From an optimization exercise on the open Yosys and OpenROAD flow, aimed at small area, a short achievable clock period and few clock cycles; shortcuts taken in it are not production practice.
Only simulation tests tie the RTL to the original design; equivalence was not proved.
Power figures rest on the tool's default switching activity, not on a simulated workload.

lane 1:
## snow_column_top
module snow_column_top
(
	input wire clk,
	input wire rst,
	input wire wb_cyc,
	input wire wb_stb,
	input wire wb_we,
	input snow_pkg::wb_addr_t wb_adr,
	input snow_pkg::wb_data_t wb_wdata,
	output snow_pkg::wb_data_t wb_rdata,
	output logic wb_ack
);
	typedef logic signed [17:0] fx_t;
	logic req, wr_req;
	logic [17:0] h_alpha, h_beta, h_gamma;
	logic pending;
	logic restart_q;
	logic [17:0] wq_data;
	logic wq_alpha, wq_beta, wq_gamma;
	assign req = wb_cyc && wb_stb && !wb_ack;
	assign wr_req = req && wb_we;
	logic [16:0] c_alpha;        
	fx_t c_beta, c_gamma;
	fx_t c_sixth;                
	logic [18:0] ring [0:8];     
	logic prev_fz;               
	logic [18:0] last;           
	logic first;                 
	logic [3:0] last_idx;
	logic [3:0] k;
	logic [15:0] sweep;
	logic seeding;
	logic [3:0] cnt;
	logic ready, vready;
	logic seed_v, seed_4;        
	fx_t vert_q;                 
	logic signed [16:0] acc1;    
	logic [18:0] dsh;            
	logic signed [18:0] acc2;    
	fx_t veff_q;                 
	function automatic fx_t u_of(input logic [18:0] c);
		u_of = c[18] ? 18'sd0 : fx_t'(c[17:0]);
	endfunction
	function automatic fx_t v_of(input logic [18:0] c);
		v_of = c[18] ? fx_t'(c[17:0]) : 18'sd0;
	endfunction
	function automatic logic fz_of(input logic [18:0] c);
		fz_of = !c[17] && c[16];
	endfunction
  ...
For scale: roughly 2100 cells after synthesis, about 500 flip-flops, roughly 73 I/O pins.
clock: 22.0 ns
lec_check: 0
cap_margin: 20
core_margin: 2
core_utilization: 40
slew_margin: 20
run.sh (not shown) runs the stock make flow with config.mk's settings and CLKGATE_MAP_FILE= SYNTH_SCRIPT=/design/flow/synth_recipe.tcl, a recipe that flattens the netlist after the stock synthesis.
Testbench counts of lane 1, summed over its fixed seeds: cycles 34,024.
Input-level comparison between lane 2 and lane 1:
==> flow/flow/run.sh (new file) <==
#!/bin/bash
set -eo pipefail
export SETUP_SLACK_MARGIN=16.5
bash standard.sh > standard.log 2>&1
==> flow/standard.sh (new file) <==
#!/bin/bash
# synth_recipe.tcl (not shown) runs the flow's synth.tcl, then flattens the netlist and writes it again
# the make line also repeats each setting of config.mk as NAME=value (left out here)
make -C /OpenROAD-flow-scripts/flow DESIGN_CONFIG=/design/flow/config.mk WORK_HOME=/design/flow/orfs CLKGATE_MAP_FILE= SYNTH_SCRIPT=/design/flow/synth_recipe.tcl "${@:-finish}"
removed: flow/run.sh
### Flow results
- In the tables for lane 2 and lane 1, clock period minus worst slack reads higher with lane 1.
- The met2 usage in global routing of lane 2 falls short of that of lane 1 by 1.1 points.
- There was hardly any difference in global-route usage over all layers between lane 2 and lane 1.
- Lane 2 vs lane 1: critical path depth down in lane 2
- Run comparison: lane 1 capture point of the critical path wb_rdata[17]$_DFF_P_; lane 2 capture point of the critical path wb_rdata[3]
- Going from lane 1 to lane 2, number of filler instances in the final layout shrank slightly.
- The lower largest fanout on the critical path of lane 2 and lane 1 is in lane 2.
- Per the comparison of lane 2 with lane 1, worst clock skew on the final layout down 0.027 ns, area growth from synthesis to final layout has remained practically unchanged, worst slack at placement grew by 0.40 ns.
- For vias per cell, lane 2 and lane 1 come out practically identical.

---

harbor:
snow_column_top, a different RTL version from the one above (not shown whole).
Size: about 480 flip-flops, about 73 I/O pins, roughly 23,000 sq um of cells after synthesis.
==> flow/design.v (excerpt) <==
module snow_column_top
(
	input wire clk,
	input wire rst,
	input wire wb_cyc,
	input wire wb_stb,
	input wire wb_we,
	input snow_pkg::wb_addr_t wb_adr,
	input snow_pkg::wb_data_t wb_wdata,
	output snow_pkg::wb_data_t wb_rdata,
	output logic wb_ack
);
	typedef logic signed [17:0] fx_t;
	logic req, wr_req;
	logic [17:0] h_alpha, h_beta, h_gamma;
	logic pending;
	logic restart_q;             
	logic restart_now;           
	logic col_restart;
	assign req = wb_cyc && wb_stb && !wb_ack;
	assign wr_req = req && wb_we;
	assign restart_now = wr_req && (wb_adr == snow_pkg::REG_CTRL) && wb_wdata[0];
	assign col_restart = restart_q || restart_now;
	logic [16:0] c_alpha;        
	fx_t c_beta, c_gamma;
	fx_t c_sixth;                
	logic [18:0] ring [0:8];     
	logic prev_fz;               
	logic [18:0] last;           
	logic first;                 
	logic [3:0] last_idx;
	logic [3:0] k;
	logic [15:0] sweep;
	logic seeding;
	logic [3:0] cnt;
	logic ready, vready;
	logic dmode;                 
	logic seed_v, seed_4;        
	fx_t vert_q;                 
	logic signed [16:0] acc1;    
	logic [18:0] dsh;            
	logic signed [18:0] acc2;    
	fx_t veff_q;                 
	function automatic fx_t u_of(input logic [18:0] c);
		u_of = c[18] ? 18'sd0 : fx_t'(c[17:0]);
	endfunction
	function automatic fx_t v_of(input logic [18:0] c);
		v_of = c[18] ? fx_t'(c[17:0]) : 18'sd0;
	endfunction
	function automatic logic fz_of(input logic [18:0] c);
		fz_of = !c[17] && c[16];
	endfunction
	logic vcommit, rcommit, commit, shift, force_beta;
	assign vcommit = vready;
	assign rcommit = ready && pending;
	assign commit = vcommit || rcommit;
	assign shift = seeding || rcommit;
	assign force_beta = seeding && !vready;
	logic [18:0] ring_in, seed;
	assign ring_in = (seeding || first) ? seed : last;
	fx_t ub, ut, vert, xs, dlt, t_a, t_b, t_c;
	logic [17:0] v_s, v_c;
	logic signed [18:0] sum1;
	assign ub = (k == 4'd8 || force_beta) ? c_beta : u_of(ring[1]);
	assign ut = (k == 4'd7 || force_beta) ? c_beta : u_of(ring[3]);
	assign xs = fx_t'(acc1 >>> 1);
	assign t_a = dmode ? xs : ut;
	assign t_b = !dmode ? ub : seeding ? xs : c_sixth;
	assign t_c = dmode ? ~u_of(ring[1]) : c_beta;
	csa #(18) vert_csa (.a(t_a), .b(t_b), .c(t_c), .s(v_s), .cy(v_c));
	add_fast #(18) vert_add (.a(v_s), .b(v_c), .ci(dmode), .s(vert));
	assign dlt = vert;
  ...
Settings: LEC_CHECK=0, CAP_MARGIN=20, CORE_MARGIN=2, CORE_UTILIZATION=40, CTS_CLUSTER_DIAMETER=100, CTS_CLUSTER_SIZE=25, SLEW_MARGIN=20; clock period 22.0 ns.
standard.sh (not shown) runs the stock make flow with config.mk's settings and CLKGATE_MAP_FILE= SYNTH_SCRIPT=/design/flow/synth_recipe.tcl, a recipe that flattens the netlist after the stock synthesis.
==> flow/flow/run.sh <==
#!/bin/bash
set -eo pipefail
export SETUP_SLACK_MARGIN=16.5
bash standard.sh > standard.log 2>&1
Testbench counts of harbor, summed over its fixed seeds: cycles 33,864.
Edits applied to the flow inputs when going from harbor to onyx:
Settings: a change of CTS_CLUSTER_SIZE from 25 to 20; a change of CORE_UTILIZATION from 40 to 55.
Notes after the runs:
Delta(core footprint, onyx - harbor) < 0. Changes observed in onyx relative to harbor: die area went down, sequential cell area share went up, final cell count went down. Relative to harbor, power consumption increased by 0.66% in onyx. Per the comparison of onyx with harbor, global-route wire length before repair shrank by 0.30%; least setup slack across all paths after layout shrank by 0.010 ns; post-CTS setup buffer count grew by 14. Summary — number of rows created at floorplan, onyx relative to harbor: lower, by about 15%. harbor and onyx ended up with roughly the same logic gate share of total power. The critical path endpoint comes out k[3] in one run and wb_rdata[0] in the other, namely in onyx and harbor respectively. Relative to harbor, post-placement cell area has decreased by 280 sq um in onyx.
Here is what was changed in the inputs of xenon compared with onyx.
Settings: putting GPL_TIMING_DRIVEN at 0 where nothing was set; putting GPL_ROUTABILITY_DRIVEN at 0 where nothing was set; swapping 55 for 40 in CORE_UTILIZATION.
Findings:
- Diff onyx -> xenon: length of routed met2 wiring picked up an extra about 8%, number of well-tap cells placed went up, via count saw an increase, number of clock buffers in the layout now sits lower, logic gate share of total power picked up an extra 0.5 points.
- Against onyx as the reference, xenon delivers a higher total number of placement rows.
- onyx and xenon ended up with roughly the same maximum frequency.
diff inputs: xenon => tundra
Settings: CAP_MARGIN changed from 20 to 5; SLEW_MARGIN changed from 20 to 5; GPL_TIMING_DRIVEN removed (was 0); GPL_ROUTABILITY_DRIVEN removed (was 0).
Results
- Compare xenon and tundra | number of inserted filler cells in the final layout higher: tundra
- Capture point of the critical path: sweep[15] -> xenon, wb_ack -> tundra
- tundra vs xenon, switching share of total power went down by 0.67 points.
- Relative to xenon, the cell area power density of tundra is higher by about 0.4%.
- Summary of tundra over xenon: area of the multi-input gates down about 0.33%; number of stages on the worst hold path flat; placed instance count down 79; transition time at the pin with the least slew margin up 0.21 ns.
Relative to tundra, the following input files were edited for amber:
Settings: swapping 5 for 20 in CAP_MARGIN; swapping 5 for 20 in SLEW_MARGIN.
==> flow/flow/run.sh <==
#!/bin/bash
set -eo pipefail
export SETUP_SLACK_MARGIN=16.7
bash standard.sh > standard.log 2>&1
amber completed end to end with timing, DRC and antenna clean. Diff amber and tundra: pin count of the biggest net entering global routing lower in amber. amber ended with more HPWL after detailed placement than tundra. amber — number of cells on the critical path 5 higher, tundra as reference. On total power, amber tracks tundra almost exactly. From tundra to amber the numbers moved as follows: initial antenna violation count went up by 2; footprint of the multi-input gates now sits at about the same level.
diff inputs: amber => pepper
==> flow/flow/run.sh <==
#!/bin/bash
set -eo pipefail
export SETUP_SLACK_MARGIN=16.5
bash standard.sh > standard.log 2>&1
Compared to amber, pepper reaches a lower achievable clock. Re sequential portion of the cell area: pepper and amber aren't equal, and the lower value belongs to amber. Compared with amber, in pepper areal power density over the cells went up by 1.1%, number of post-CTS setup repair buffers went down, hold slack saw a decrease. The number of signal-net buffers in the layout in pepper sits 29 below the value recorded for amber. From amber to pepper the numbers moved as follows: met1 track demand over resource in global routing decreased by 0.84 points relative to the old numbers; synthesis-to-finish area growth lost 1.9 points.

==> port drivers added, routing unchanged <==
No port has a modelled driver above. Below, the same layouts with a new extraction and two added sets of constraints.
Step 1 (the two cells are an assumption about what drives the block):
set clk [get_ports {clk}]
set_driving_cell -lib_cell sky130_fd_sc_hd__clkbuf_16 $clk
set_driving_cell -lib_cell sky130_fd_sc_hd__buf_2 [delete_from_list [all_inputs] $clk]
Step 2, shift: input delay + t, output delay - t, t = (earliest + latest rising clock arrival at the registers) / 2. This alone moves slack from input paths to output paths.
Slacks: ideal / step 1 / step 2; pairs: ideal / step 1.
run | shift t [ns] | slack for setup (ns) | hold slack, ns
lane 1 | 0.657 | 15.574 / 15.609 / 14.952 | 0.385 / 0.385 / 0.385
lane 2 | 0.654 | 16.503 / 16.446 / 15.918 | 0.407 / 0.407 / 0.407
harbor | 0.635 | 16.522 / 16.485 / 15.927 | 0.417 / 0.417 / 0.417
onyx | 0.647 | 16.512 / 16.476 / 15.892 | 0.407 / 0.407 / 0.407
xenon | 0.654 | 16.514 / 16.479 / 15.895 | 0.415 / 0.415 / 0.415
tundra | 0.654 | 16.531 / 16.471 / 15.902 | 0.413 / 0.413 / 0.413
amber | 0.657 | 16.527 / 16.483 / 15.913 | 0.420 / 0.420 / 0.420
pepper | 0.645 | 16.492 / 16.466 / 15.869 | 0.412 / 0.412 / 0.412
After both steps setup and hold are still met in every run listed. The setup slack of tundra, which loses most, moves by -0.060 ns with the drivers and by -0.629 ns with both steps.
